Context: an optimization exercise on an open-source flow, tuned for small area, a short achievable clock period and few clock cycles per item. The choices shown serve that exercise and are no tape-out recipe. At most, simulation tests tie the RTL to the original design; equivalence was not proved. Only the layout flow was run in runs 2 and 3; the RTL was not checked for function there. No activity file was given, so power comes from the tool's default toggle rates.

==> flow/design.v (outline; a module is shown in full before it is edited, if it fits) <==
// module mult_16x16: 2243 lines
module mult_16x16 (
  input  logic        clk,
  input  logic        rst_n,
  input  logic        in_valid,
  output logic        in_ready,
  input  logic [15:0] in_a,
  input  logic [15:0] in_b,
  output logic        out_valid,
  input  logic        out_ready,
  output logic [31:0] out_product
);
  // ...
==> flow/flow/run.sh <==
#!/bin/bash
# Own flow: the standard layout (standard.sh), with Yosys's synth run with -noabc so the
# pre-mapping "abc -fast" pass does not run before ORFS extracts full/half adders (it leaves
# the adders with inverted polarity and an inverter on most adder-to-adder nets). The rest of
# synthesis (-nofsm -noshare via synth_recipe.tcl, flatten, rename) and every later step are the
# standard ones. Each tool's output goes to a log file in the work folder.
set -euo pipefail
extra=()
if [[ -f flow/extra.mk ]]; then
  while read -r line; do [[ -n "$line" && "$line" != \#* ]] && extra+=("$line"); done < flow/extra.mk
fi
bash standard.sh SYNTH_ARGS=-noabc "${extra[@]}" finish > standard_flow.log 2>&1
==> flow/flow/extra.mk <==
BUFFER_PORTS_ARGS=-buffer_cell sky130_fd_sc_hd__buf_2
==> flow/standard.sh <==
#!/bin/bash
# synth_recipe.tcl (not shown) runs the flow's synth.tcl, then flattens the netlist and writes it again
# the make line also repeats each setting of config.mk as NAME=value (left out here)
make -C /OpenROAD-flow-scripts/flow DESIGN_CONFIG=/design/flow/config.mk WORK_HOME=/design/flow/orfs CLKGATE_MAP_FILE= SYNTH_SCRIPT=/design/flow/synth_recipe.tcl "${@:-finish}"
==> flow/config.mk <==
export PLATFORM = sky130hd
export DESIGN_NAME = mult_16x16
export DESIGN_NICKNAME = mult_16x16
export VERILOG_FILES = /design/flow/design.v
export SDC_FILE = /design/flow/constraint.sdc
export NUM_CORES = 4
export LEC_CHECK = 0
export CAP_MARGIN = 20
export CORE_MARGIN = 2
export CORE_UTILIZATION = 70
export CTS_BUF_LIST = sky130_fd_sc_hd__clkbuf_4 sky130_fd_sc_hd__clkbuf_8
export GPL_ROUTABILITY_DRIVEN = 0
export SETUP_SLACK_MARGIN = 1.6
export SLEW_MARGIN = 20
==> flow/constraint.sdc <==
create_clock -name core_clock -period 4.0 [get_ports {clk}]
set_input_delay 0.8000 -clock core_clock [delete_from_list [all_inputs] [get_ports {clk}]]
set_output_delay 0.8000 -clock core_clock [all_outputs]
set_load 0.01 [all_outputs]
==> results.sh, run 1 <==
export IMPL_synth_top_family_by_area="adder cells"
export IMPL_seq_area_share_pct=38.6
export IMPL_buffers=86
export IMPL_sequentialPower_w=0.00358
export IMPL_setup_ws_ns=1.52
export IMPL_grt_pass1_vias=7772
export IMPL_met2_length_um=13200
export IMPL_reg2reg_slack_ns=1.52
export IMPL_largest_class="multi-input gates"
export IMPL_rsz0062_at_grt="true"
export IMPL_rows=49
export IMPL_final_max_slew_viol_count=0
export IMPL_final_clk_cell_share_pct=2.66
export IMPL_async_flop_share_pct=0
export IMPL_synth_most_common_cell="and2_1"
export IMPL_whs_ns=0.417
export IMPL_endpoint="h743_q2"
export IMPL_synth_top_area_share_pct=43.1
export IMPL_dieArea_um2=19500
export IMPL_maxPowerGroup="combinational cells"
export IMPL_p_switching_w=0.00315
export IMPL_tap_cells=229
export IMPL_fin_crit_sh_pct=62.0
export IMPL_outcome="finished clean"
export IMPL_grtUsageMet3_pct=7.43
export IMPL_placed_cell_area_um2=13700
export IMPL_largest_register_ffs=3
export IMPL_finalHoldViolCount=0
export IMPL_max_cap_violations=0
export IMPL_start_util_pct=71.5
export IMPL_synth_compound_area_share_pct=2.73
export IMPL_min_from="pp288_q1"
export IMPL_clkSlewWorstSetupHoldPaths_ns=0.11
export IMPL_synth_xor_area_share_pct=1.56
export IMPL_grt_overflow_total=0
export IMPL_internal_power_w=0.00575
export IMPL_avgRoutedWirePerCell_um=23.5
export IMPL_final_common_cell="and2_1"
export IMPL_fin_util_pct=80.8
export IMPL_met3_length_um=2310
Testbench counts, summed over its fixed seeds: cycles 32,024, items 32,000.
==> run 2, diff against run 1 <==
--- a/flow/design.v
+++ b/flow/design.v
@@ -8,30 +8,28 @@
   input  logic        in_valid,
   output logic        in_ready,
   input  logic [15:0] in_a,
   input  logic [15:0] in_b,
   output logic        out_valid,
   input  logic        out_ready,
   output logic [31:0] out_product
 );
-  logic [2:0] v;
-  logic [2:0] ld;
-  assign ld[2] = !v[2] || out_ready;
-  assign ld[1] = !v[1] || ld[2];
+  logic [1:0] v;
+  logic [1:0] ld;
+  assign ld[1] = !v[1] || out_ready;
   assign ld[0] = !v[0] || ld[1];
   assign in_ready  = ld[0];
-  assign out_valid = v[2];
+  assign out_valid = v[1];
   always_ff @(posedge clk) begin
     if (!rst_n) begin
       v <= '0;
     end else begin
       if (ld[0]) v[0] <= in_valid;
       if (ld[1]) v[1] <= v[0];
-      if (ld[2]) v[2] <= v[1];
     end
   end
   logic xa1;
   logic xa2;
   logic xa3;
   logic xa4;
   logic xa5;
   logic xa6;
@@ -942,199 +940,169 @@
   logic y941;
   logic y942;
   logic y943;
   logic y944;
   logic y945;
   logic y946;
   logic pp33_q1;
   logic pp33_q2;
-  logic pp33_q3;
   logic pp288_q1;
   logic pp288_q2;
-  logic c308_q1;
-  logic s313_q1;
   logic s315_q1;
-  logic c316_q1;
+  logic s317_q1;
   logic c326_q1;
   logic s327_q1;
   logic c328_q1;
+  logic s329_q1;
+  logic c330_q1;
   logic s337_q1;
   logic s339_q1;
   logic c340_q1;
+  logic c342_q1;
   logic s353_q1;
   logic s355_q1;
   logic c356_q1;
   logic s371_q1;
-  logic c372_q1;
   logic s373_q1;
   logic c374_q1;
-  logic s387_q1;
-  logic s389_q1;
   logic s391_q1;
   logic c392_q1;
+  logic s393_q1;
+  logic c394_q1;
   logic s409_q1;
   logic s411_q1;
   logic s413_q1;
   logic c414_q1;
   logic s433_q1;
   logic s435_q1;
   logic c436_q1;
   logic s437_q1;
   logic c438_q1;
-  logic c442_q2;
-  logic c444_q2;
   logic s461_q1;
   logic c462_q1;
   logic s463_q1;
   logic c464_q1;
-  logic s467_q2;
   logic s483_q1;
   logic s485_q1;
   logic s487_q1;
   logic c488_q1;
   logic s489_q1;
   logic c490_q1;
-  logic s497_q2;
   logic s513_q1;
   logic s515_q1;
-  logic c516_q1;
   logic s517_q1;
   logic c518_q1;
-  logic c526_q2;
-  logic s537_q1;
-  logic s539_q1;
   logic s541_q1;
   logic c542_q1;
   logic s543_q1;
   logic c544_q1;
-  logic s551_q2;
+  logic s545_q1;
+  logic c546_q1;
   logic s567_q1;
   logic c568_q1;
   logic s569_q1;
   logic c570_q1;
-  logic c576_q2;
   logic s587_q1;
   logic s589_q1;
-  logic c590_q1;
   logic s591_q1;
   logic c592_q1;
-  logic s597_q2;
-  logic c598_q2;
-  logic s607_q1;
-  logic s609_q1;
   logic s611_q1;
   logic c612_q1;
-  logic s617_q2;
-  logic c618_q2;
+  logic s613_q1;
+  logic c614_q1;
   logic s629_q1;
   logic c630_q1;
   logic s631_q1;
   logic c632_q1;
-  logic s635_q2;
-  logic c636_q2;
   logic s645_q1;
   logic s647_q1;
   logic c648_q1;
-  logic s651_q2;
-  logic c652_q2;
   logic s657_q1;
   logic s659_q1;
   logic c660_q1;
   logic s661_q1;
   logic c662_q1;
-  logic s665_q2;
-  logic c666_q2;
   logic s671_q1;
   logic s673_q1;
   logic c674_q1;
-  logic s677_q2;
   logic s685_q1;
   logic c686_q1;
   logic s691_q1;
   logic c692_q1;
   logic s693_q1;
   logic c694_q1;
-  logic c696_q2;
   logic s699_q1;
-  logic s701_q2;
   logic s705_q1;
   logic c706_q1;
-  logic c706_q2;
   logic s707_q1;
-  logic s707_q2;
   logic c708_q1;
   logic c708_q2;
   logic h709_q1;
   logic h709_q2;
-  logic h709_q3;
   logic h715_q1;
-  logic g716_q1;
-  logic h717_q1;
-  logic g718_q1;
   logic h723_q2;
-  logic h731_q2;
-  logic g732_q2;
-  logic h733_q2;
+  logic h735_q2;
+  logic h737_q2;
   logic h739_q2;
   logic g740_q2;
+  logic h741_q2;
   logic h743_q2;
   logic g744_q2;
+  logic h745_q2;
+  logic h747_q2;
+  logic g748_q2;
+  logic h749_q2;
+  logic h751_q2;
+  logic g752_q2;
+  logic h753_q2;
+  logic h755_q2;
+  logic g756_q2;
   logic h757_q2;
-  logic g758_q2;
   logic h759_q2;
   logic g760_q2;
+  logic h761_q2;
   logic h763_q2;
   logic g764_q2;
-  logic G780_q2;
+  logic h765_q2;
+  logic g766_q2;
+  logic G772_q1;
+  logic P773_q1;
+  logic G784_q2;
+  logic G786_q2;
+  logic P787_q2;
+  logic G788_q2;
+  logic P789_q2;
+  logic G790_q2;
+  logic P791_q2;
+  logic G792_q2;
+  logic P793_q2;
+  logic G794_q2;
+  logic P795_q2;
   logic G800_q1;
-  logic G808_q2;
-  logic P809_q2;
   logic G834_q2;
-  logic G916_q3;
+  logic G840_q2;
+  logic P841_q2;
+  logic G842_q2;
+  logic P843_q2;
+  logic G868_q2;
   logic y918_q1;
   logic y918_q2;
-  logic y918_q3;
   logic y919_q1;
   logic y919_q2;
-  logic y919_q3;
   logic y920_q2;
-  logic y920_q3;
+  logic y921_q1;
   logic y921_q2;
-  logic y921_q3;
   logic y922_q2;
-  logic y922_q3;
   logic y923_q2;
-  logic y923_q3;
-  logic y924_q3;
   logic y925_q2;
-  logic y925_q3;
   logic y926_q2;
-  logic y926_q3;
   logic y927_q2;
-  logic y927_q3;
-  logic y928_q3;
-  logic y929_q3;
-  logic y930_q3;
-  logic y931_q3;
-  logic y932_q3;
-  logic y933_q3;
-  logic y934_q3;
-  logic y935_q3;
-  logic y936_q3;
-  logic y937_q3;
-  logic y938_q3;
-  logic y939_q3;
-  logic y940_q3;
-  logic y941_q3;
-  logic y942_q3;
-  logic y943_q3;
-  logic y944_q3;
-  logic y945_q3;
-  logic y946_q3;
+  logic y928_q2;
+  logic y929_q2;
   assign xa1 = in_a[0];
   assign xa2 = in_a[1];
   assign xa3 = in_a[2];
   assign xa4 = in_a[3];
   assign xa5 = in_a[4];
   assign xa6 = in_a[5];
   assign xa7 = in_a[6];
   assign xa8 = in_a[7];
@@ -1441,60 +1409,60 @@
   assign s309 = pp39 ^ pp54 ^ pp69;
   assign c310 = (pp39 & pp54) | (pp39 & pp69) | (pp54 & pp69);
   assign s311 = pp84 ^ pp99 ^ pp114;
   assign c312 = (pp84 & pp99) | (pp84 & pp114) | (pp99 & pp114);
   assign s313 = pp129 ^ c302 ^ c304;
   assign c314 = (pp129 & c302) | (pp129 & c304) | (c302 & c304);
   assign s315 = s309 ^ s311 ^ c306;
   assign c316 = (s309 & s311) | (s309 & c306) | (s311 & c306);
-  assign s317 = s313_q1 ^ c308_q1;
-  assign c318 = s313_q1 & c308_q1;
+  assign s317 = s313 ^ c308;
+  assign c318 = s313 & c308;
   assign s319 = pp40 ^ pp55 ^ pp70;
   assign c320 = (pp40 & pp55) | (pp40 & pp70) | (pp55 & pp70);
   assign s321 = pp85 ^ pp100 ^ pp115;
   assign c322 = (pp85 & pp100) | (pp85 & pp115) | (pp100 & pp115);
   assign s323 = pp130 ^ pp145 ^ c310;
   assign c324 = (pp130 & pp145) | (pp130 & c310) | (pp145 & c310);
   assign s325 = c312 ^ s319 ^ s321;
   assign c326 = (c312 & s319) | (c312 & s321) | (s319 & s321);
   assign s327 = c314 ^ s323 ^ s325;
   assign c328 = (c314 & s323) | (c314 & s325) | (s323 & s325);
-  assign s329 = c318 ^ c316_q1;
-  assign c330 = c318 & c316_q1;
+  assign s329 = c318 ^ c316;
+  assign c330 = c318 & c316;
   assign s331 = pp41 ^ pp56 ^ pp71;
   assign c332 = (pp41 & pp56) | (pp41 & pp71) | (pp56 & pp71);
   assign s333 = pp86 ^ pp101 ^ pp116;
   assign c334 = (pp86 & pp101) | (pp86 & pp116) | (pp101 & pp116);
   assign s335 = pp131 ^ pp146 ^ pp161;
   assign c336 = (pp131 & pp146) | (pp131 & pp161) | (pp146 & pp161);
   assign s337 = c320 ^ c322 ^ s331;
   assign c338 = (c320 & c322) | (c320 & s331) | (c322 & s331);
   assign s339 = s333 ^ s335 ^ c324;
   assign c340 = (s333 & s335) | (s333 & c324) | (s335 & c324);
   assign s341 = c326_q1 ^ s337_q1 ^ s339_q1;
-  assign c342 = (c326_q1 & s337_q1) | (c326_q1 & s339_q1) | (s337_q1 & s339_q1);
-  assign s343 = c328_q1 ^ c330;
-  assign c344 = c328_q1 & c330;
+  assign c342 = (c326 & s337) | (c326 & s339) | (s337 & s339);
+  assign s343 = c328_q1 ^ c330_q1;
+  assign c344 = c328_q1 & c330_q1;
   assign s345 = pp42 ^ pp57 ^ pp72;
   assign c346 = (pp42 & pp57) | (pp42 & pp72) | (pp57 & pp72);
   assign s347 = pp87 ^ pp102 ^ pp117;
   assign c348 = (pp87 & pp102) | (pp87 & pp117) | (pp102 & pp117);
   assign s349 = pp132 ^ pp147 ^ pp162;
   assign c350 = (pp132 & pp147) | (pp132 & pp162) | (pp147 & pp162);
   assign s351 = pp177 ^ c332 ^ c334;
   assign c352 = (pp177 & c332) | (pp177 & c334) | (c332 & c334);
   assign s353 = c336 ^ s345 ^ s347;
   assign c354 = (c336 & s345) | (c336 & s347) | (s345 & s347);
   assign s355 = s349 ^ c338 ^ s351;
   assign c356 = (s349 & c338) | (s349 & s351) | (c338 & s351);
   assign s357 = s353_q1 ^ c340_q1 ^ s355_q1;
   assign c358 = (s353_q1 & c340_q1) | (s353_q1 & s355_q1) | (c340_q1 & s355_q1);
-  assign s359 = c344 ^ c342;
-  assign c360 = c344 & c342;
+  assign s359 = c344 ^ c342_q1;
+  assign c360 = c344 & c342_q1;
   assign s361 = pp43 ^ pp58 ^ pp73;
   assign c362 = (pp43 & pp58) | (pp43 & pp73) | (pp58 & pp73);
   assign s363 = pp88 ^ pp103 ^ pp118;
   assign c364 = (pp88 & pp103) | (pp88 & pp118) | (pp103 & pp118);
   assign s365 = pp133 ^ pp148 ^ pp163;
   assign c366 = (pp133 & pp148) | (pp133 & pp163) | (pp148 & pp163);
   assign s367 = pp178 ^ pp193 ^ c346;
   assign c368 = (pp178 & pp193) | (pp178 & c346) | (pp193 & c346);
@@ -1517,20 +1485,20 @@
   assign s385 = pp179 ^ pp194 ^ pp209;
   assign c386 = (pp179 & pp194) | (pp179 & pp209) | (pp194 & pp209);
   assign s387 = c362 ^ c364 ^ c366;
   assign c388 = (c362 & c364) | (c362 & c366) | (c364 & c366);
   assign s389 = s379 ^ s381 ^ s383;
   assign c390 = (s379 & s381) | (s379 & s383) | (s381 & s383);
   assign s391 = s385 ^ c368 ^ c370;
   assign c392 = (s385 & c368) | (s385 & c370) | (c368 & c370);
-  assign s393 = s387_q1 ^ s389_q1 ^ c372_q1;
-  assign c394 = (s387_q1 & s389_q1) | (s387_q1 & c372_q1) | (s389_q1 & c372_q1);
-  assign s395 = c374_q1 ^ s391_q1 ^ s393;
-  assign c396 = (c374_q1 & s391_q1) | (c374_q1 & s393) | (s391_q1 & s393);
+  assign s393 = s387 ^ s389 ^ c372;
+  assign c394 = (s387 & s389) | (s387 & c372) | (s389 & c372);
+  assign s395 = c374_q1 ^ s391_q1 ^ s393_q1;
+  assign c396 = (c374_q1 & s391_q1) | (c374_q1 & s393_q1) | (s391_q1 & s393_q1);
   assign s397 = c376 ^ c378;
   assign c398 = c376 & c378;
   assign s399 = pp45 ^ pp60 ^ pp75;
   assign c400 = (pp45 & pp60) | (pp45 & pp75) | (pp60 & pp75);
   assign s401 = pp90 ^ pp105 ^ pp120;
   assign c402 = (pp90 & pp105) | (pp90 & pp120) | (pp105 & pp120);
   assign s403 = pp135 ^ pp150 ^ pp165;
   assign c404 = (pp135 & pp150) | (pp135 & pp165) | (pp150 & pp165);
@@ -1541,18 +1509,18 @@
   assign s409 = c384 ^ c386 ^ s399;
   assign c410 = (c384 & c386) | (c384 & s399) | (c386 & s399);
   assign s411 = s401 ^ s403 ^ s405;
   assign c412 = (s401 & s403) | (s401 & s405) | (s403 & s405);
   assign s413 = c388 ^ c390 ^ s407;
   assign c414 = (c388 & c390) | (c388 & s407) | (c390 & s407);
   assign s415 = s409_q1 ^ s411_q1 ^ c392_q1;
   assign c416 = (s409_q1 & s411_q1) | (s409_q1 & c392_q1) | (s411_q1 & c392_q1);
-  assign s417 = s413_q1 ^ c394 ^ s415;
-  assign c418 = (s413_q1 & c394) | (s413_q1 & s415) | (c394 & s415);
+  assign s417 = s413_q1 ^ c394_q1 ^ s415;
+  assign c418 = (s413_q1 & c394_q1) | (s413_q1 & s415) | (c394_q1 & s415);
   assign s419 = c396 ^ c398;
   assign c420 = c396 & c398;
   assign s421 = pp46 ^ pp61 ^ pp76;
   assign c422 = (pp46 & pp61) | (pp46 & pp76) | (pp61 & pp76);
   assign s423 = pp91 ^ pp106 ^ pp121;
   assign c424 = (pp91 & pp106) | (pp91 & pp121) | (pp106 & pp121);
   assign s425 = pp136 ^ pp151 ^ pp166;
   assign c426 = (pp136 & pp151) | (pp136 & pp166) | (pp151 & pp166);
@@ -1593,18 +1561,18 @@
   assign s461 = c430 ^ c432 ^ c434;
   assign c462 = (c430 & c432) | (c430 & c434) | (c432 & c434);
   assign s463 = s455 ^ s457 ^ s459;
   assign c464 = (s455 & s457) | (s455 & s459) | (s457 & s459);
   assign s465 = c436_q1 ^ c438_q1 ^ s461_q1;
   assign c466 = (c436_q1 & c438_q1) | (c436_q1 & s461_q1) | (c438_q1 & s461_q1);
   assign s467 = s463_q1 ^ c440 ^ s465;
   assign c468 = (s463_q1 & c440) | (s463_q1 & s465) | (c440 & s465);
-  assign s469 = c442_q2 ^ s467_q2;
-  assign c470 = c442_q2 & s467_q2;
+  assign s469 = c442 ^ s467;
+  assign c470 = c442 & s467;
   assign s471 = pp48 ^ pp63 ^ pp78;
   assign c472 = (pp48 & pp63) | (pp48 & pp78) | (pp63 & pp78);
   assign s473 = pp93 ^ pp108 ^ pp123;
   assign c474 = (pp93 & pp108) | (pp93 & pp123) | (pp108 & pp123);
   assign s475 = pp138 ^ pp153 ^ pp168;
   assign c476 = (pp138 & pp153) | (pp138 & pp168) | (pp153 & pp168);
   assign s477 = pp183 ^ pp198 ^ pp213;
   assign c478 = (pp183 & pp198) | (pp183 & pp213) | (pp198 & pp213);
@@ -1669,22 +1637,22 @@
   assign s537 = c502 ^ c504 ^ c506;
   assign c538 = (c502 & c504) | (c502 & c506) | (c504 & c506);
   assign s539 = c508 ^ s527 ^ s529;
   assign c540 = (c508 & s527) | (c508 & s529) | (s527 & s529);
   assign s541 = s531 ^ s533 ^ c510;
   assign c542 = (s531 & s533) | (s531 & c510) | (s533 & c510);
   assign s543 = c512 ^ c514 ^ s535;
   assign c544 = (c512 & c514) | (c512 & s535) | (c514 & s535);
-  assign s545 = s537_q1 ^ s539_q1 ^ c516_q1;
-  assign c546 = (s537_q1 & s539_q1) | (s537_q1 & c516_q1) | (s539_q1 & c516_q1);
+  assign s545 = s537 ^ s539 ^ c516;
+  assign c546 = (s537 & s539) | (s537 & c516) | (s539 & c516);
   assign s547 = s541_q1 ^ c518_q1 ^ s543_q1;
   assign c548 = (s541_q1 & c518_q1) | (s541_q1 & s543_q1) | (c518_q1 & s543_q1);
-  assign s549 = c520 ^ s545 ^ s547;
-  assign c550 = (c520 & s545) | (c520 & s547) | (s545 & s547);
+  assign s549 = c520 ^ s545_q1 ^ s547;
+  assign c550 = (c520 & s545_q1) | (c520 & s547) | (s545_q1 & s547);
   assign s551 = c522 ^ s549 ^ c524;
   assign c552 = (c522 & s549) | (c522 & c524) | (s549 & c524);
   assign s553 = pp96 ^ pp111 ^ pp126;
   assign c554 = (pp96 & pp111) | (pp96 & pp126) | (pp111 & pp126);
   assign s555 = pp141 ^ pp156 ^ pp171;
   assign c556 = (pp141 & pp156) | (pp141 & pp171) | (pp156 & pp171);
   assign s557 = pp186 ^ pp201 ^ pp216;
   assign c558 = (pp186 & pp201) | (pp186 & pp216) | (pp201 & pp216);
@@ -1697,18 +1665,18 @@
   assign s565 = s555 ^ s557 ^ s559;
   assign c566 = (s555 & s557) | (s555 & s559) | (s557 & s559);
   assign s567 = c536 ^ c538 ^ c540;
   assign c568 = (c536 & c538) | (c536 & c540) | (c538 & c540);
   assign s569 = s561 ^ s563 ^ s565;
   assign c570 = (s561 & s563) | (s561 & s565) | (s563 & s565);
   assign s571 = c542_q1 ^ c544_q1 ^ s567_q1;
   assign c572 = (c542_q1 & c544_q1) | (c542_q1 & s567_q1) | (c544_q1 & s567_q1);
-  assign s573 = s569_q1 ^ c546 ^ c548;
-  assign c574 = (s569_q1 & c546) | (s569_q1 & c548) | (c546 & c548);
+  assign s573 = s569_q1 ^ c546_q1 ^ c548;
+  assign c574 = (s569_q1 & c546_q1) | (s569_q1 & c548) | (c546_q1 & c548);
   assign s575 = s571 ^ c550 ^ s573;
   assign c576 = (s571 & c550) | (s571 & s573) | (c550 & s573);
   assign s577 = pp112 ^ pp127 ^ pp142;
   assign c578 = (pp112 & pp127) | (pp112 & pp142) | (pp127 & pp142);
   assign s579 = pp157 ^ pp172 ^ pp187;
   assign c580 = (pp157 & pp172) | (pp157 & pp187) | (pp172 & pp187);
   assign s581 = pp202 ^ pp217 ^ pp232;
   assign c582 = (pp202 & pp217) | (pp202 & pp232) | (pp217 & pp232);
@@ -1737,40 +1705,40 @@
   assign s605 = pp263 ^ pp278 ^ c578;
   assign c606 = (pp263 & pp278) | (pp263 & c578) | (pp278 & c578);
   assign s607 = c580 ^ c582 ^ c584;
   assign c608 = (c580 & c582) | (c580 & c584) | (c582 & c584);
   assign s609 = s599 ^ s601 ^ s603;
   assign c610 = (s599 & s601) | (s599 & s603) | (s601 & s603);
   assign s611 = c586 ^ c588 ^ s605;
   assign c612 = (c586 & c588) | (c586 & s605) | (c588 & s605);
-  assign s613 = s607_q1 ^ s609_q1 ^ c590_q1;
-  assign c614 = (s607_q1 & s609_q1) | (s607_q1 & c590_q1) | (s609_q1 & c590_q1);
+  assign s613 = s607 ^ s609 ^ c590;
+  assign c614 = (s607 & s609) | (s607 & c590) | (s609 & c590);
   assign s615 = c592_q1 ^ s611_q1 ^ c594;
   assign c616 = (c592_q1 & s611_q1) | (c592_q1 & c594) | (s611_q1 & c594);
-  assign s617 = s613 ^ c596 ^ s615;
-  assign c618 = (s613 & c596) | (s613 & s615) | (c596 & s615);
+  assign s617 = s613_q1 ^ c596 ^ s615;
+  assign c618 = (s613_q1 & c596) | (s613_q1 & s615) | (c596 & s615);
   assign s619 = pp144 ^ pp159 ^ pp174;
   assign c620 = (pp144 & pp159) | (pp144 & pp174) | (pp159 & pp174);
   assign s621 = pp189 ^ pp204 ^ pp219;
   assign c622 = (pp189 & pp204) | (pp189 & pp219) | (pp204 & pp219);
   assign s623 = pp234 ^ pp249 ^ pp264;
   assign c624 = (pp234 & pp249) | (pp234 & pp264) | (pp249 & pp264);
   assign s625 = pp279 ^ c600 ^ c602;
   assign c626 = (pp279 & c600) | (pp279 & c602) | (c600 & c602);
   assign s627 = c604 ^ s619 ^ s621;
   assign c628 = (c604 & s619) | (c604 & s621) | (s619 & s621);
   assign s629 = s623 ^ c606 ^ c608;
   assign c630 = (s623 & c606) | (s623 & c608) | (c606 & c608);
   assign s631 = c610 ^ s625 ^ s627;
   assign c632 = (c610 & s625) | (c610 & s627) | (s625 & s627);
   assign s633 = c612_q1 ^ s629_q1 ^ s631_q1;
   assign c634 = (c612_q1 & s629_q1) | (c612_q1 & s631_q1) | (s629_q1 & s631_q1);
-  assign s635 = c614 ^ s633 ^ c616;
-  assign c636 = (c614 & s633) | (c614 & c616) | (s633 & c616);
+  assign s635 = c614_q1 ^ s633 ^ c616;
+  assign c636 = (c614_q1 & s633) | (c614_q1 & c616) | (s633 & c616);
   assign s637 = pp160 ^ pp175 ^ pp190;
   assign c638 = (pp160 & pp175) | (pp160 & pp190) | (pp175 & pp190);
   assign s639 = pp205 ^ pp220 ^ pp235;
   assign c640 = (pp205 & pp220) | (pp205 & pp235) | (pp220 & pp235);
   assign s641 = pp250 ^ pp265 ^ pp280;
   assign c642 = (pp250 & pp265) | (pp250 & pp280) | (pp265 & pp280);
   assign s643 = c620 ^ c622 ^ c624;
   assign c644 = (c620 & c622) | (c620 & c624) | (c622 & c624);
@@ -1843,239 +1811,239 @@
   assign h711 = pp65 ^ s289;
   assign g712 = pp65 & s289;
   assign h713 = s291 ^ s293;
   assign g714 = s291 & s293;
   assign h715 = s297 ^ s299;
   assign g716 = s297 & s299;
   assign h717 = s305 ^ s307;
   assign g718 = s305 & s307;
-  assign h719 = s315_q1 ^ s317;
-  assign g720 = s315_q1 & s317;
-  assign h721 = s327_q1 ^ s329;
-  assign g722 = s327_q1 & s329;
+  assign h719 = s315_q1 ^ s317_q1;
+  assign g720 = s315_q1 & s317_q1;
+  assign h721 = s327_q1 ^ s329_q1;
+  assign g722 = s327_q1 & s329_q1;
   assign h723 = s341 ^ s343;
   assign g724 = s341 & s343;
   assign h725 = s357 ^ s359;
   assign g726 = s357 & s359;
   assign h727 = s375 ^ s377;
   assign g728 = s375 & s377;
   assign h729 = s395 ^ s397;
   assign g730 = s395 & s397;
   assign h731 = s417 ^ s419;
   assign g732 = s417 & s419;
   assign h733 = c420 ^ s443;
   assign g734 = c420 & s443;
-  assign h735 = c444_q2 ^ s469;
-  assign g736 = c444_q2 & s469;
-  assign h737 = c470 ^ s497_q2;
-  assign g738 = c470 & s497_q2;
+  assign h735 = c444 ^ s469;
+  assign g736 = c444 & s469;
+  assign h737 = c470 ^ s497;
+  assign g738 = c470 & s497;
   assign h739 = s523 ^ s525;
   assign g740 = s523 & s525;
-  assign h741 = c526_q2 ^ s551_q2;
-  assign g742 = c526_q2 & s551_q2;
+  assign h741 = c526 ^ s551;
+  assign g742 = c526 & s551;
   assign h743 = c552 ^ s575;
   assign g744 = c552 & s575;
-  assign h745 = c576_q2 ^ s597_q2;
-  assign g746 = c576_q2 & s597_q2;
-  assign h747 = c598_q2 ^ s617_q2;
-  assign g748 = c598_q2 & s617_q2;
-  assign h749 = c618_q2 ^ s635_q2;
-  assign g750 = c618_q2 & s635_q2;
-  assign h751 = c636_q2 ^ s651_q2;
-  assign g752 = c636_q2 & s651_q2;
-  assign h753 = c652_q2 ^ s665_q2;
-  assign g754 = c652_q2 & s665_q2;
-  assign h755 = c666_q2 ^ s677_q2;
-  assign g756 = c666_q2 & s677_q2;
+  assign h745 = c576 ^ s597;
+  assign g746 = c576 & s597;
+  assign h747 = c598 ^ s617;
+  assign g748 = c598 & s617;
+  assign h749 = c618 ^ s635;
+  assign g750 = c618 & s635;
+  assign h751 = c636 ^ s651;
+  assign g752 = c636 & s651;
+  assign h753 = c652 ^ s665;
+  assign g754 = c652 & s665;
+  assign h755 = c666 ^ s677;
+  assign g756 = c666 & s677;
   assign h757 = c678 ^ s687;
   assign g758 = c678 & s687;
   assign h759 = c688 ^ s695;
   assign g760 = c688 & s695;
-  assign h761 = c696_q2 ^ s701_q2;
-  assign g762 = c696_q2 & s701_q2;
+  assign h761 = c696 ^ s701;
+  assign g762 = c696 & s701;
   assign h763 = c702 ^ s705_q1;
   assign g764 = c702 & s705_q1;
-  assign h765 = c706_q2 ^ s707_q2;
-  assign g766 = c706_q2 & s707_q2;
+  assign h765 = c706_q1 ^ s707_q1;
+  assign g766 = c706_q1 & s707_q1;
   assign h767 = pp288_q2 ^ c708_q2;
   assign g768 = pp288_q2 & c708_q2;
   assign G770 = g714 | (h713 & g712);
   assign P771 = h713 & h711;
-  assign G772 = g718_q1 | (h717_q1 & g716_q1);
-  assign P773 = h717_q1 & h715_q1;
+  assign G772 = g718 | (h717 & g716);
+  assign P773 = h717 & h715;
   assign G774 = g722 | (h721 & g720);
   assign P775 = h721 & h719;
   assign G776 = g726 | (h725 & g724);
   assign P777 = h725 & h723;
   assign G778 = g730 | (h729 & g728);
   assign P779 = h729 & h727;
   assign G780 = g734 | (h733 & g732);
-  assign P781 = h733_q2 & h731_q2;
+  assign P781 = h733 & h731;
   assign G782 = g738 | (h737 & g736);
   assign P783 = h737 & h735;
-  assign G784 = g742 | (h741 & g740_q2);
-  assign P785 = h741 & h739_q2;
-  assign G786 = g746 | (h745 & g744_q2);
-  assign P787 = h745 & h743_q2;
+  assign G784 = g742 | (h741 & g740);
+  assign P785 = h741_q2 & h739_q2;
+  assign G786 = g746 | (h745 & g744);
+  assign P787 = h745 & h743;
   assign G788 = g750 | (h749 & g748);
   assign P789 = h749 & h747;
   assign G790 = g754 | (h753 & g752);
   assign P791 = h753 & h751;
-  assign G792 = g758_q2 | (h757_q2 & g756);
-  assign P793 = h757_q2 & h755;
-  assign G794 = g762 | (h761 & g760_q2);
-  assign P795 = h761 & h759_q2;
-  assign G796 = g766 | (h765 & g764_q2);
-  assign P797 = h765 & h763_q2;
+  assign G792 = g758 | (h757 & g756);
+  assign P793 = h757 & h755;
+  assign G794 = g762 | (h761 & g760);
+  assign P795 = h761 & h759;
+  assign G796 = g766_q2 | (h765_q2 & g764_q2);
+  assign P797 = h765_q2 & h763_q2;
   assign G798 = g712 | (h711 & g710);
   assign G800 = G770 | (P771 & g710);
-  assign G802 = g720 | (h719 & G772);
-  assign P803 = h719 & P773;
-  assign G804 = G774 | (P775 & G772);
-  assign P805 = P775 & P773;
+  assign G802 = g720 | (h719 & G772_q1);
+  assign P803 = h719 & P773_q1;
+  assign G804 = G774 | (P775 & G772_q1);
+  assign P805 = P775 & P773_q1;
   assign G806 = g728 | (h727 & G776);
   assign P807 = h727 & P777;
   assign G808 = G778 | (P779 & G776);
   assign P809 = P779 & P777;
-  assign G810 = g736 | (h735 & G780_q2);
+  assign G810 = g736 | (h735 & G780);
   assign P811 = h735 & P781;
-  assign G812 = G782 | (P783 & G780_q2);
+  assign G812 = G782 | (P783 & G780);
   assign P813 = P783 & P781;
-  assign G814 = g744_q2 | (h743_q2 & G784);
+  assign G814 = g744_q2 | (h743_q2 & G784_q2);
   assign P815 = h743_q2 & P785;
-  assign G816 = G786 | (P787 & G784);
-  assign P817 = P787 & P785;
-  assign G818 = g752 | (h751 & G788);
-  assign P819 = h751 & P789;
-  assign G820 = G790 | (P791 & G788);
-  assign P821 = P791 & P789;
-  assign G822 = g760_q2 | (h759_q2 & G792);
-  assign P823 = h759_q2 & P793;
-  assign G824 = G794 | (P795 & G792);
-  assign P825 = P795 & P793;
+  assign G816 = G786_q2 | (P787_q2 & G784_q2);
+  assign P817 = P787_q2 & P785;
+  assign G818 = g752_q2 | (h751_q2 & G788_q2);
+  assign P819 = h751_q2 & P789_q2;
+  assign G820 = G790_q2 | (P791_q2 & G788_q2);
+  assign P821 = P791_q2 & P789_q2;
+  assign G822 = g760_q2 | (h759_q2 & G792_q2);
+  assign P823 = h759_q2 & P793_q2;
+  assign G824 = G794_q2 | (P795_q2 & G792_q2);
+  assign P825 = P795_q2 & P793_q2;
   assign G826 = g768 | (h767 & G796);
   assign P827 = h767 & P797;
-  assign G828 = g716_q1 | (h715_q1 & G800_q1);
-  assign G830 = G772 | (P773 & G800_q1);
+  assign G828 = g716 | (h715 & G800);
+  assign G830 = G772_q1 | (P773_q1 & G800_q1);
   assign G832 = G802 | (P803 & G800_q1);
   assign G834 = G804 | (P805 & G800_q1);
-  assign G836 = g732_q2 | (h731_q2 & G808_q2);
-  assign P837 = h731_q2 & P809_q2;
-  assign G838 = G780_q2 | (P781 & G808_q2);
-  assign P839 = P781 & P809_q2;
-  assign G840 = G810 | (P811 & G808_q2);
-  assign P841 = P811 & P809_q2;
-  assign G842 = G812 | (P813 & G808_q2);
-  assign P843 = P813 & P809_q2;
-  assign G844 = g748 | (h747 & G816);
-  assign P845 = h747 & P817;
-  assign G846 = G788 | (P789 & G816);
-  assign P847 = P789 & P817;
+  assign G836 = g732 | (h731 & G808);
+  assign P837 = h731 & P809;
+  assign G838 = G780 | (P781 & G808);
+  assign P839 = P781 & P809;
+  assign G840 = G810 | (P811 & G808);
+  assign P841 = P811 & P809;
+  assign G842 = G812 | (P813 & G808);
+  assign P843 = P813 & P809;
+  assign G844 = g748_q2 | (h747_q2 & G816);
+  assign P845 = h747_q2 & P817;
+  assign G846 = G788_q2 | (P789_q2 & G816);
+  assign P847 = P789_q2 & P817;
   assign G848 = G818 | (P819 & G816);
   assign P849 = P819 & P817;
   assign G850 = G820 | (P821 & G816);
   assign P851 = P821 & P817;
   assign G852 = g764_q2 | (h763_q2 & G824);
   assign P853 = h763_q2 & P825;
   assign G854 = G796 | (P797 & G824);
   assign P855 = P797 & P825;
   assign G856 = G826 | (P827 & G824);
   assign P857 = P827 & P825;
   assign G858 = g724 | (h723 & G834);
   assign G860 = G776 | (P777 & G834);
   assign G862 = G806 | (P807 & G834);
-  assign G864 = G808_q2 | (P809_q2 & G834_q2);
-  assign G866 = G836 | (P837 & G834_q2);
-  assign G868 = G838 | (P839 & G834_q2);
-  assign G870 = G840 | (P841 & G834_q2);
-  assign G872 = G842 | (P843 & G834_q2);
-  assign G874 = g756 | (h755 & G850);
-  assign P875 = h755 & P851;
-  assign G876 = G792 | (P793 & G850);
-  assign P877 = P793 & P851;
+  assign G864 = G808 | (P809 & G834);
+  assign G866 = G836 | (P837 & G834);
+  assign G868 = G838 | (P839 & G834);
+  assign G870 = G840_q2 | (P841_q2 & G834_q2);
+  assign G872 = G842_q2 | (P843_q2 & G834_q2);
+  assign G874 = g756_q2 | (h755_q2 & G850);
+  assign P875 = h755_q2 & P851;
+  assign G876 = G792_q2 | (P793_q2 & G850);
+  assign P877 = P793_q2 & P851;
   assign G878 = G822 | (P823 & G850);
   assign P879 = P823 & P851;
   assign G880 = G824 | (P825 & G850);
   assign P881 = P825 & P851;
   assign G882 = G852 | (P853 & G850);
   assign P883 = P853 & P851;
   assign G884 = G854 | (P855 & G850);
   assign P885 = P855 & P851;
   assign G886 = G856 | (P857 & G850);
   assign P887 = P857 & P851;
   assign G888 = g740_q2 | (h739_q2 & G872);
-  assign G890 = G784 | (P785 & G872);
+  assign G890 = G784_q2 | (P785 & G872);
   assign G892 = G814 | (P815 & G872);
   assign G894 = G816 | (P817 & G872);
   assign G896 = G844 | (P845 & G872);
   assign G898 = G846 | (P847 & G872);
   assign G900 = G848 | (P849 & G872);
   assign G902 = G850 | (P851 & G872);
   assign G904 = G874 | (P875 & G872);
   assign G906 = G876 | (P877 & G872);
   assign G908 = G878 | (P879 & G872);
   assign G910 = G880 | (P881 & G872);
   assign G912 = G882 | (P883 & G872);
   assign G914 = G884 | (P885 & G872);
   assign G916 = G886 | (P887 & G872);
   assign y918 = h711 ^ g710;
   assign y919 = h713 ^ G798;
   assign y920 = h715_q1 ^ G800_q1;
-  assign y921 = h717_q1 ^ G828;
+  assign y921 = h717 ^ G828;
   assign y922 = h719 ^ G830;
   assign y923 = h721 ^ G832;
   assign y924 = h723_q2 ^ G834_q2;
   assign y925 = h725 ^ G858;
   assign y926 = h727 ^ G860;
   assign y927 = h729 ^ G862;
-  assign y928 = h731_q2 ^ G864;
-  assign y929 = h733_q2 ^ G866;
-  assign y930 = h735 ^ G868;
-  assign y931 = h737 ^ G870;
+  assign y928 = h731 ^ G864;
+  assign y929 = h733 ^ G866;
+  assign y930 = h735_q2 ^ G868_q2;
+  assign y931 = h737_q2 ^ G870;
   assign y932 = h739_q2 ^ G872;
-  assign y933 = h741 ^ G888;
+  assign y933 = h741_q2 ^ G888;
   assign y934 = h743_q2 ^ G890;
-  assign y935 = h745 ^ G892;
-  assign y936 = h747 ^ G894;
-  assign y937 = h749 ^ G896;
-  assign y938 = h751 ^ G898;
-  assign y939 = h753 ^ G900;
-  assign y940 = h755 ^ G902;
+  assign y935 = h745_q2 ^ G892;
+  assign y936 = h747_q2 ^ G894;
+  assign y937 = h749_q2 ^ G896;
+  assign y938 = h751_q2 ^ G898;
+  assign y939 = h753_q2 ^ G900;
+  assign y940 = h755_q2 ^ G902;
   assign y941 = h757_q2 ^ G904;
   assign y942 = h759_q2 ^ G906;
-  assign y943 = h761 ^ G908;
+  assign y943 = h761_q2 ^ G908;
   assign y944 = h763_q2 ^ G910;
-  assign y945 = h765 ^ G912;
+  assign y945 = h765_q2 ^ G912;
   assign y946 = h767 ^ G914;
   always_ff @(posedge clk) begin
     if (ld[0]) begin
       pp33_q1 <= pp33;
       pp288_q1 <= pp288;
-      c308_q1 <= c308;
-      s313_q1 <= s313;
       s315_q1 <= s315;
-      c316_q1 <= c316;
+      s317_q1 <= s317;
       c326_q1 <= c326;
       s327_q1 <= s327;
       c328_q1 <= c328;
+      s329_q1 <= s329;
+      c330_q1 <= c330;
       s337_q1 <= s337;
       s339_q1 <= s339;
       c340_q1 <= c340;
+      c342_q1 <= c342;
       s353_q1 <= s353;
       s355_q1 <= s355;
       c356_q1 <= c356;
       s371_q1 <= s371;
-      c372_q1 <= c372;
       s373_q1 <= s373;
       c374_q1 <= c374;
-      s387_q1 <= s387;
-      s389_q1 <= s389;
       s391_q1 <= s391;
       c392_q1 <= c392;
+      s393_q1 <= s393;
+      c394_q1 <= c394;
       s409_q1 <= s409;
       s411_q1 <= s411;
       s413_q1 <= s413;
       c414_q1 <= c414;
       s433_q1 <= s433;
       s435_q1 <= s435;
       c436_q1 <= c436;
       s437_q1 <= s437;
@@ -2087,38 +2055,36 @@
       s483_q1 <= s483;
       s485_q1 <= s485;
       s487_q1 <= s487;
       c488_q1 <= c488;
       s489_q1 <= s489;
       c490_q1 <= c490;
       s513_q1 <= s513;
       s515_q1 <= s515;
-      c516_q1 <= c516;
       s517_q1 <= s517;
       c518_q1 <= c518;
-      s537_q1 <= s537;
-      s539_q1 <= s539;
       s541_q1 <= s541;
       c542_q1 <= c542;
       s543_q1 <= s543;
       c544_q1 <= c544;
+      s545_q1 <= s545;
+      c546_q1 <= c546;
       s567_q1 <= s567;
       c568_q1 <= c568;
       s569_q1 <= s569;
       c570_q1 <= c570;
       s587_q1 <= s587;
       s589_q1 <= s589;
-      c590_q1 <= c590;
       s591_q1 <= s591;
       c592_q1 <= c592;
-      s607_q1 <= s607;
-      s609_q1 <= s609;
       s611_q1 <= s611;
       c612_q1 <= c612;
+      s613_q1 <= s613;
+      c614_q1 <= c614;
       s629_q1 <= s629;
       c630_q1 <= c630;
       s631_q1 <= s631;
       c632_q1 <= c632;
       s645_q1 <= s645;
       s647_q1 <= s647;
       c648_q1 <= c648;
       s657_q1 <= s657;
@@ -2137,111 +2103,79 @@
       c694_q1 <= c694;
       s699_q1 <= s699;
       s705_q1 <= s705;
       c706_q1 <= c706;
       s707_q1 <= s707;
       c708_q1 <= c708;
       h709_q1 <= h709;
       h715_q1 <= h715;
-      g716_q1 <= g716;
-      h717_q1 <= h717;
-      g718_q1 <= g718;
+      G772_q1 <= G772;
+      P773_q1 <= P773;
       G800_q1 <= G800;
       y918_q1 <= y918;
       y919_q1 <= y919;
+      y921_q1 <= y921;
     end
   end
   always_ff @(posedge clk) begin
     if (ld[1]) begin
       pp33_q2 <= pp33_q1;
       pp288_q2 <= pp288_q1;
-      c442_q2 <= c442;
-      c444_q2 <= c444;
-      s467_q2 <= s467;
-      s497_q2 <= s497;
-      c526_q2 <= c526;
-      s551_q2 <= s551;
-      c576_q2 <= c576;
-      s597_q2 <= s597;
-      c598_q2 <= c598;
-      s617_q2 <= s617;
-      c618_q2 <= c618;
-      s635_q2 <= s635;
-      c636_q2 <= c636;
-      s651_q2 <= s651;
-      c652_q2 <= c652;
-      s665_q2 <= s665;
-      c666_q2 <= c666;
-      s677_q2 <= s677;
-      c696_q2 <= c696;
-      s701_q2 <= s701;
-      c706_q2 <= c706_q1;
-      s707_q2 <= s707_q1;
       c708_q2 <= c708_q1;
       h709_q2 <= h709_q1;
       h723_q2 <= h723;
-      h731_q2 <= h731;
-      g732_q2 <= g732;
-      h733_q2 <= h733;
+      h735_q2 <= h735;
+      h737_q2 <= h737;
       h739_q2 <= h739;
       g740_q2 <= g740;
+      h741_q2 <= h741;
       h743_q2 <= h743;
       g744_q2 <= g744;
+      h745_q2 <= h745;
+      h747_q2 <= h747;
+      g748_q2 <= g748;
+      h749_q2 <= h749;
+      h751_q2 <= h751;
+      g752_q2 <= g752;
+      h753_q2 <= h753;
+      h755_q2 <= h755;
+      g756_q2 <= g756;
       h757_q2 <= h757;
-      g758_q2 <= g758;
       h759_q2 <= h759;
       g760_q2 <= g760;
+      h761_q2 <= h761;
       h763_q2 <= h763;
       g764_q2 <= g764;
-      G780_q2 <= G780;
-      G808_q2 <= G808;
-      P809_q2 <= P809;
+      h765_q2 <= h765;
+      g766_q2 <= g766;
+      G784_q2 <= G784;
+      G786_q2 <= G786;
+      P787_q2 <= P787;
+      G788_q2 <= G788;
+      P789_q2 <= P789;
+      G790_q2 <= G790;
+      P791_q2 <= P791;
+      G792_q2 <= G792;
+      P793_q2 <= P793;
+      G794_q2 <= G794;
+      P795_q2 <= P795;
       G834_q2 <= G834;
+      G840_q2 <= G840;
+      P841_q2 <= P841;
+      G842_q2 <= G842;
+      P843_q2 <= P843;
+      G868_q2 <= G868;
       y918_q2 <= y918_q1;
       y919_q2 <= y919_q1;
       y920_q2 <= y920;
-      y921_q2 <= y921;
+      y921_q2 <= y921_q1;
       y922_q2 <= y922;
       y923_q2 <= y923;
       y925_q2 <= y925;
       y926_q2 <= y926;
       y927_q2 <= y927;
+      y928_q2 <= y928;
+      y929_q2 <= y929;
     end
   end
-  always_ff @(posedge clk) begin
-    if (ld[2]) begin
-      pp33_q3 <= pp33_q2;
-      h709_q3 <= h709_q2;
-      G916_q3 <= G916;
-      y918_q3 <= y918_q2;
-      y919_q3 <= y919_q2;
-      y920_q3 <= y920_q2;
-      y921_q3 <= y921_q2;
-      y922_q3 <= y922_q2;
-      y923_q3 <= y923_q2;
-      y924_q3 <= y924;
-      y925_q3 <= y925_q2;
-      y926_q3 <= y926_q2;
-      y927_q3 <= y927_q2;
-      y928_q3 <= y928;
-      y929_q3 <= y929;
-      y930_q3 <= y930;
-      y931_q3 <= y931;
-      y932_q3 <= y932;
-      y933_q3 <= y933;
-      y934_q3 <= y934;
-      y935_q3 <= y935;
-      y936_q3 <= y936;
-      y937_q3 <= y937;
-      y938_q3 <= y938;
-      y939_q3 <= y939;
-      y940_q3 <= y940;
-      y941_q3 <= y941;
-      y942_q3 <= y942;
-      y943_q3 <= y943;
-      y944_q3 <= y944;
-      y945_q3 <= y945;
-      y946_q3 <= y946;
-    end
-  end
-  assign out_product = {G916_q3, y946_q3, y945_q3, y944_q3, y943_q3, y942_q3, y941_q3, y940_q3, y939_q3, y938_q3, y937_q3, y936_q3, y935_q3, y934_q3, y933_q3, y932_q3, y931_q3, y930_q3, y929_q3, y928_q3, y927_q3, y926_q3, y925_q3, y924_q3, y923_q3, y922_q3, y921_q3, y920_q3, y919_q3, y918_q3, h709_q3, pp33_q3};
+  assign out_product = {G916, y946, y945, y944, y943, y942, y941, y940, y939, y938, y937, y936, y935, y934, y933, y932, y931, y930, y929_q2, y928_q2, y927_q2, y926_q2, y925_q2, y924, y923_q2, y922_q2, y921_q2, y920_q2, y919_q2, y918_q2, h709_q2, pp33_q2};
 endmodule
==> flow/config.mk (replaced) <==
export PLATFORM = sky130hd
export DESIGN_NAME = mult_16x16
export DESIGN_NICKNAME = mult_16x16
export VERILOG_FILES = /design/flow/design.v
export SDC_FILE = /design/flow/constraint.sdc
export NUM_CORES = 4
export LEC_CHECK = 0
export CAP_MARGIN = 20
export CORE_MARGIN = 2
export CORE_UTILIZATION = 40
export SETUP_SLACK_MARGIN = 1.2
export SLEW_MARGIN = 20
removed: flow/flow/extra.mk
==> run 2 against run 1 <==
Sequential power down 14%. Total power up 2.3%. Worst hold slack better by 0.0081 ns. Via count down 4.1%. Core utilization down 33 points. Global-route usage down 10 points. Register-to-register slack worse by 0.38 ns. Worst setup slack worse by 0.58 ns. Count of clock-buffer cells in the layout unchanged. Clock power up 36%. Final cell count up 14%.
==> results.sh, run 2 <==
export IMPL_outcome="finished clean"
export IMPL_reg2reg_to="G784_q2"
export IMPL_hold_depth=0
export IMPL_nNetsFinal=1192
export IMPL_cp_slowest_cell="edfxtp_1"
export IMPL_timing_setup_tns_ns=0
export IMPL_crit_chain="and2_4, a221oi_4, buf_4, a21boi_4, a311oi_2, xnor2_1, buf_2"
export IMPL_relSlewSlack_pct=59.2
export IMPL_dr_first_iter_drc_count=448
export IMPL_p_seq_share_pct=34.0
export IMPL_fill_cells=2589
export IMPL_synth_area_per_cell_um2=14.4
export IMPL_pwr_share_clk_pct=18.5
export IMPL_fmax_mhz=327
export IMPL_cp_max_fo=3
export IMPL_p_switching_w=0.00317
export IMPL_fin_crit_sh_pct=76.4
export IMPL_syn_num_nets=1109
export IMPL_ys_flop_type="edfxtp_1"
export IMPL_rsz0062_at_grt="true"
export IMPL_largest_register_ffs=2
export IMPL_synthSimpleGateAreaFrac_pct=15.0
export IMPL_final_common_cell="and2_1"
export IMPL_rows=63
export IMPL_synth_edf_count=155
export IMPL_async_flop_share_pct=0
export IMPL_gp_congestion=0.795
export IMPL_peakVddDrop_uv=270
export IMPL_dpl_hpwl_um=18800
export IMPL_drcViolationCount=0
export IMPL_drive_gt1_share_pct=22.5
export IMPL_endpoint_kind="primary output"
export IMPL_hold_end="c708_q2"
export IMPL_startpoint_type="register"
export IMPL_setup_viol=0
export IMPL_synth_compound_area_share_pct=3.06
export IMPL_p_sw_share_pct=34.8
export IMPL_clk_latency_ns=0.43
export IMPL_die_w_um=177
export IMPL_synth_xor_area_share_pct=2.05
export IMPL_grt_start_max_net_pins=99
export IMPL_port_buffers=69
export IMPL_ys_types=36
export IMPL_max_cap_violations=0
export IMPL_startpoint="P789_q2"
export IMPL_clockBufferDepth=2
export IMPL_power_leakage_nw=5.92
export IMPL_synth_area_leaders="edfxtp_1, fa_1, and2_1, ha_1, buf_4"
export IMPL_crit_arrival_ns=2.26
export IMPL_synth_most_common_cell="and2_1"
export IMPL_vias=6651
export IMPL_required_ns=3.20
export IMPL_cts_root_buffer_cell="clkbuf_16"
export IMPL_synth_top_family_by_area="adder cells"
export IMPL_final_max_slew_viol_count=0
export IMPL_reg2reg_depth=6
export IMPL_grt_usage_pct=19.5
export IMPL_dieArea_um2=31300
export IMPL_pin_count=70
export IMPL_netlist_top_cells_count="and2_1, fa_1, edfxtp_1, ha_1"
export IMPL_min_from="c708_q1"
export IMPL_power_density_nw_per_um2=644
export IMPL_timing_rr_start="s485_q1"
export IMPL_synth_seq_cells=157
export IMPL_synth_fa_ha_area_share_pct=37.5
export IMPL_finalHoldViolCount=0
export IMPL_avgRoutedWirePerCell_um=21.6
export IMPL_grt_overflow_total=0
export IMPL_yosys_area_top_type="edfxtp_1"
export IMPL_ctsHoldBuffers=0
export IMPL_antenna_found_initial=1
export IMPL_wl_um=28500
export IMPL_cts_sinks=157
export IMPL_area_delta_synth_final_pct=18.2
export IMPL_grt_pass1_vias=7397
export IMPL_cts_made_buffers=17
export IMPL_most_common_layout_cells="and2_1, fa_1, edfxtp_1"
export IMPL_synth_top_area_share_pct=38.9
export IMPL_synth_cells=832
export IMPL_top_register="v"
export IMPL_p_total_w=0.00911
export IMPL_crit_type="reg2out"
export IMPL_period_needed_ns=3.06
export IMPL_syn_area_um2=12000
export IMPL_routed_via_density=5.05
export IMPL_ant_nets=0
export IMPL_seq_area_frac_synth_pct=39.2
export IMPL_synth_area_mux_share_pct=0
export IMPL_cts_tree="built"
export IMPL_internal_power_w=0.00594
export IMPL_power_share_combinational_pct=47.5
export IMPL_grt_pass1_wl_um=44200
export IMPL_cts_max_level=4
export IMPL_core_um2=29600
export IMPL_skew_ns=0.0109
export IMPL_start_util_pct=40.5
export IMPL_worst_slew_pin_slew_ns=0.608
export IMPL_die_h_um=177
export IMPL_clkSlewWorstSetupHoldPaths_ns=0.07
export IMPL_antenna_cells=0
export IMPL_reg2reg_slack_ns=1.14
export IMPL_dr_pass1_iters=5
export IMPL_synth_warnings=1
export IMPL_hold_class="reg2reg"
export IMPL_cpPeakStageDelay_ns=0.41
run 2: through the flow:
| stage | instance area [um2] | hold slack (ns) | util, % | instances | setup slack [ns] |
|---|---|---|---|---|---|
| 3_3_place_gp | 13100 | 0.401 | 44.3 | 1250 | 0.234 |
| 4_1_cts | 14200 | 0.432 | 47.9 | 1317 | 0.943 |
| 6_report | 14100 | 0.425 | 47.8 | 1318 | 0.943 |
| 3_5_place_dp | 13100 | 0.407 | 44.3 | 1250 | 0.237 |
| 5_1_grt | 14100 | 0.437 | 47.8 | 1318 | 0.836 |
| 2_1_floorplan | 12200 | 0.400 | - | 832 | 1.12 |
run 2: routing by layer:
layer  routed length, um  track usage (%)  vias to the layer above
met5                   0                0                        -
met4                 749             7.23                        0
met3                1480             3.57                       56
met2               13900             31.6                      205
met1               12400             26.5                     3495
li1                    -                -                     2895
run 2: worst max-delay path, delay by kind of cell (launching register included):
family / cells / cell delay, ns
AND/OR/NAND/NOR: 1 / 0.19
flip-flops: 1 / 0.41
AO/OA/AOI/OAI: 3 / 0.68
buffers and inverters: 2 / 0.36
XOR/XNOR: 1 / 0.19
run 2: cell type report:
cell class / instances / area (um2) / area share, %
clock buffer: 18 / 429 / 3.03
clock inverter: 14 / 175 / 1.24
inverter: 4 / 15.0 / 0.106
multi-input combinational: 607 / 7180 / 50.8
sequential: 157 / 4690 / 33.2
tap: 390 / 488 / 3.45
timing repair buffer: 128 / 1160 / 8.21
run 2: cell families after synthesis:
logic type | after synthesis
fa+ha+maj | 242
simple gates | 289
flops | 157
compound gates | 48
xor+xnor | 28
buf+inv | 68
run 2: worst max path at each step:
stage                                  to  cells after the start  slack (ns)
final                     out_product[30]                      7        0.94
after global routing      out_product[27]                      8        0.84
after CTS                 out_product[30]                      7        0.94
after detailed placement          s545_q1                      6        0.24
after global placement            s545_q1                      6        0.23
after floorplan                  in_ready                      2        1.12
run 2: power groups by stage:
stage	Clock, W	Sequential, W	Combinational [W]
2_1_floorplan	0	0.00303	0.00300
3_3_place_gp	0	0.00311	0.00400
6_report	0.00169	0.00309	0.00433
4_1_cts	0.00172	0.00310	0.00417
5_1_grt	0.00178	0.00316	0.00493
3_5_place_dp	0	0.00312	0.00405
run 2: repair_timing:
action                     4_1_cts  5_1_grt
resized for setup              164       67
hold endpoints to repair         0        0
setup buffers                   25        1
setup endpoints to repair       94       40
cloned                          10        0
pin swaps                       25       24
==> run 3, diff against run 2 <==
--- a/flow/config.mk
+++ b/flow/config.mk
@@ -7,6 +7,7 @@
 export LEC_CHECK = 0
 export CAP_MARGIN = 20
 export CORE_MARGIN = 2
-export CORE_UTILIZATION = 40
-export SETUP_SLACK_MARGIN = 1.2
+export CORE_UTILIZATION = 70
+export CTS_BUF_LIST = sky130_fd_sc_hd__clkbuf_4 sky130_fd_sc_hd__clkbuf_8
+export SETUP_SLACK_MARGIN = 1.1
 export SLEW_MARGIN = 20
==> run 3 against run 2 <==
Total power shrank 0.60%. Clock skew grew 0.0077 ns. Largest cell class unchanged. Highest routed layer unchanged. Sequential power grew 1%. Non-clock buffer count shrank 19. First-iteration DRC count shrank 5.6%. Sequential cell count is the same. Critical endpoint is now out_product[23].
==> results.sh, run 3 <==
export IMPL_max_cap_violations=0
export IMPL_gp_congestion=0.864
export IMPL_largest_register_ffs=2
export IMPL_grt_usage_pct=31.8
export IMPL_avgRoutedWirePerCell_um=24.2
export IMPL_synth_area_per_cell_um2=14.4
export IMPL_synth_cells=832
export IMPL_syn_area_um2=12000
export IMPL_startpoint_type="register"
export IMPL_grt_pass1_vias=7682
export IMPL_vias=6722
export IMPL_synth_seq_cells=157
export IMPL_synth_compound_area_share_pct=3.06
export IMPL_synth_edf_count=155
export IMPL_cts_tree="built"
export IMPL_area_delta_synth_final_pct=12.3
export IMPL_final_common_cell="and2_1"
export IMPL_seq_area_frac_synth_pct=39.2
export IMPL_synth_top_area_share_pct=38.9
export IMPL_ys_flop_type="edfxtp_1"
export IMPL_path_common_cell="buf_6"
export IMPL_rows=47
export IMPL_routed_via_density=5.95
export IMPL_outcome="finished clean"
export IMPL_cts_sinks=157
export IMPL_place_inst=1073
export IMPL_endpoint_kind="primary output"
export IMPL_crit_chain="a211o_4, buf_6, a31oi_4, buf_6, o21bai_4, a21oi_2, xnor2_2, buf_2"
export IMPL_die_h_um=135
export IMPL_start_util_pct=71.9
export IMPL_cts_root_buffer_cell="clkbuf_8"
export IMPL_peakVddDrop_uv=618
export IMPL_grt_pass1_wl_um=41700
export IMPL_dieArea_um2=18100
export IMPL_dpl_hpwl_um=18900
export IMPL_relSlewSlack_pct=48.4
export IMPL_finalHoldViolCount=0
export IMPL_preCtsSetupSlack_ns=0.266
export IMPL_synth_area_leaders="edfxtp_1, fa_1, and2_1, ha_1, buf_4"
export IMPL_period_needed_ns=3.13
export IMPL_drcViolationCount=0
export IMPL_ant_nets=0
export IMPL_ys_types=36
export IMPL_hold_class="reg2reg"
export IMPL_crit_arrival_ns=2.33
export IMPL_setup_viol=0
export IMPL_netlist_top_cells_count="and2_1, fa_1, edfxtp_1, ha_1"
export IMPL_cpPeakStageDelay_ns=0.45
export IMPL_synth_top_family_by_area="adder cells"
export IMPL_nNetsFinal=1173
export IMPL_synth_fa_ha_area_share_pct=37.5
export IMPL_cp_max_fo=3
export IMPL_die_w_um=135
export IMPL_required_ns=3.20
export IMPL_crit_type="reg2out"
export IMPL_cp_slowest_cell="edfxtp_1"
export IMPL_clkSlewWorstSetupHoldPaths_ns=0.09
export IMPL_power_leakage_nw=5.71
export IMPL_rsz0062_at_grt="true"
export IMPL_clk_latency_ns=0.48
export IMPL_dr_first_iter_drc_count=423
export IMPL_antenna_found_initial=0
export IMPL_synth_xor_area_share_pct=2.05
export IMPL_crit_buf_inv=3
export IMPL_cp_top_family="compound AO/OA/AOI/OAI gates"
export IMPL_syn_num_nets=1109
export IMPL_skew_ns=0.0186
export IMPL_core_um2=16600
export IMPL_fin_crit_sh_pct=78.3
export IMPL_fmax_mhz=319
export IMPL_ctsHoldBuffers=0
export IMPL_synth_warnings=1
export IMPL_wl_um=27300
export IMPL_cts_made_buffers=17
export IMPL_cts_max_level=4
export IMPL_yosys_area_top_type="edfxtp_1"
export IMPL_most_common_layout_cells="and2_1, fa_1, edfxtp_1"
export IMPL_timing_setup_tns_ns=0
export IMPL_port_buffers=69
export IMPL_synth_most_common_cell="and2_1"
export IMPL_worst_slew_pin_slew_ns=0.774
export IMPL_final_max_slew_viol_count=0
export IMPL_fin_cells=1129
export IMPL_drive_gt1_share_pct=18.5
export IMPL_synth_area_mux_share_pct=0
export IMPL_async_flop_share_pct=0
export IMPL_setup_ws_ns=0.866
export IMPL_grt_overflow_total=0
export IMPL_pin_count=70
export IMPL_synthSimpleGateAreaFrac_pct=15.0
export IMPL_antenna_cells=0
export IMPL_power_density_nw_per_um2=674
export IMPL_grt_start_max_net_pins=61
export IMPL_top_register="v"
export IMPL_dr_pass1_iters=5
export IMPL_clockBufferDepth=2
## run 3: cell types whose count changed in the layout (fill, tap and decap cells not counted), sizes merged
cell           previous run  this run
inv                      11         9
clkdlybuf4s50            20        21
clkbuf                   24        37
dlygate4sd2               8        12
clkinv                    3         7
dlymetal6s2s              1         3
clkinvlp                  2         1
clkdlybuf4s15             8         3
bufbuf                    3         0
buf                      82        50
## run 3: routing by layer
layer,vias to the layer above,global-route usage (%),share of wire (%)
met5,-,0,0
met4,0,11.6,2.3
met3,51,5.22,5.3
met2,258,52.6,51
met1,3548,43.4,41
li1,2865,-,-
## run 3: final timing paths
| kind | from | endpoint | slack [ns] | cells past startpoint |
|---|---|---|---|---|
| max | G834_q2 | out_product[23] | 0.87 | 8 |
| min | c708_q1 | c708_q2 | 0.43 | 0 |
| max reg2reg | s485_q1 | G784_q2 | 1.18 | 6 |
| min reg2reg | c708_q1 | c708_q2 | 0.43 | 0 |
## run 3: worst reg2reg max path: cells and delay by family, from the launching register on
family / cells / cell delay, ns
fa+ha+maj: 5 / 2.02
flops: 1 / 0.41
compound gates: 1 / 0.16
## run 3: what timing repair did
action / in CTS / in global routing
gates cloned: 1 / 0
gates resized for setup: 104 / 65
buffers inserted: 14 / 9
endpoints found under the setup margin: 83 / 41
pin swaps: 16 / 18
## run 3: report_power, final
group	internal (W)	switching, W
clock network	0.000564	0.000662
registers	0.00279	0.000335
logic	0.00228	0.00243
total	0.00563	0.00342
## run 3: logic make-up after synthesis
family,count (synthesis)
DFF,157
adders and majority gates,242
xor gates and xnor gates,28
buffers and inverters,68
and+or+nand+nor,289
AOI/OAI and AO/OA,48
## run 3: stage by stage
step | power, W | hold slack, ns | area (um2) | utilization, %
floorplan | 0.00601 | 0.400 | 12100 | -
global placement | 0.00698 | 0.404 | 12800 | 76.8
detailed placement | 0.00738 | 0.406 | 12800 | 76.8
CTS | 0.00874 | 0.427 | 13400 | 80.2
global route | 0.00961 | 0.430 | 13400 | 80.7
finish | 0.00906 | 0.427 | 13400 | 80.7
## run 3: layout make-up
class,instances,area (um2)
Sequential cell,157,4690
Clock inverter,15,161
Inverter,4,15.0
Tap cell,220,275
Fill cell,906,3210
Multi-Input combinational cell,607,7160
Clock buffer,17,234
Timing Repair Buffer,109,896

re-timing with driven ports:
How much do the figures lean on ideal ports? The routed layouts below were timed once more, with nothing changed but the port constraints. Step 1: set_driving_cell puts a clkbuf_16 on clk and a buf_2 on each other input, an assumption about the parent block. Step 2 times the ports against the registers' clock, not the clock port: input delays grow and output delays shrink by t, the midpoint of the rising clock arrivals with the driver on. Three values: ideal, step 1, step 2; two values: the first two.
run	shift t [ns]	setup WS [ns]	hold WS [ns]	latest minus earliest clock arrival (ns)
run 1	0.522	1.519 / 1.519 / 1.060	0.417 / 0.417 / 0.417	0.022 / 0.021
run 2	0.479	0.943 / 0.894 / 0.764	0.425 / 0.425 / 0.425	0.014 / 0.014
run 3	0.516	0.866 / 0.823 / 0.604	0.427 / 0.427 / 0.427	0.022 / 0.022
After both steps setup and hold are still met in every run listed. For run 1, which loses most, drivers alone change the setup slack by 0.000 ns; drivers and shift together by -0.459 ns.
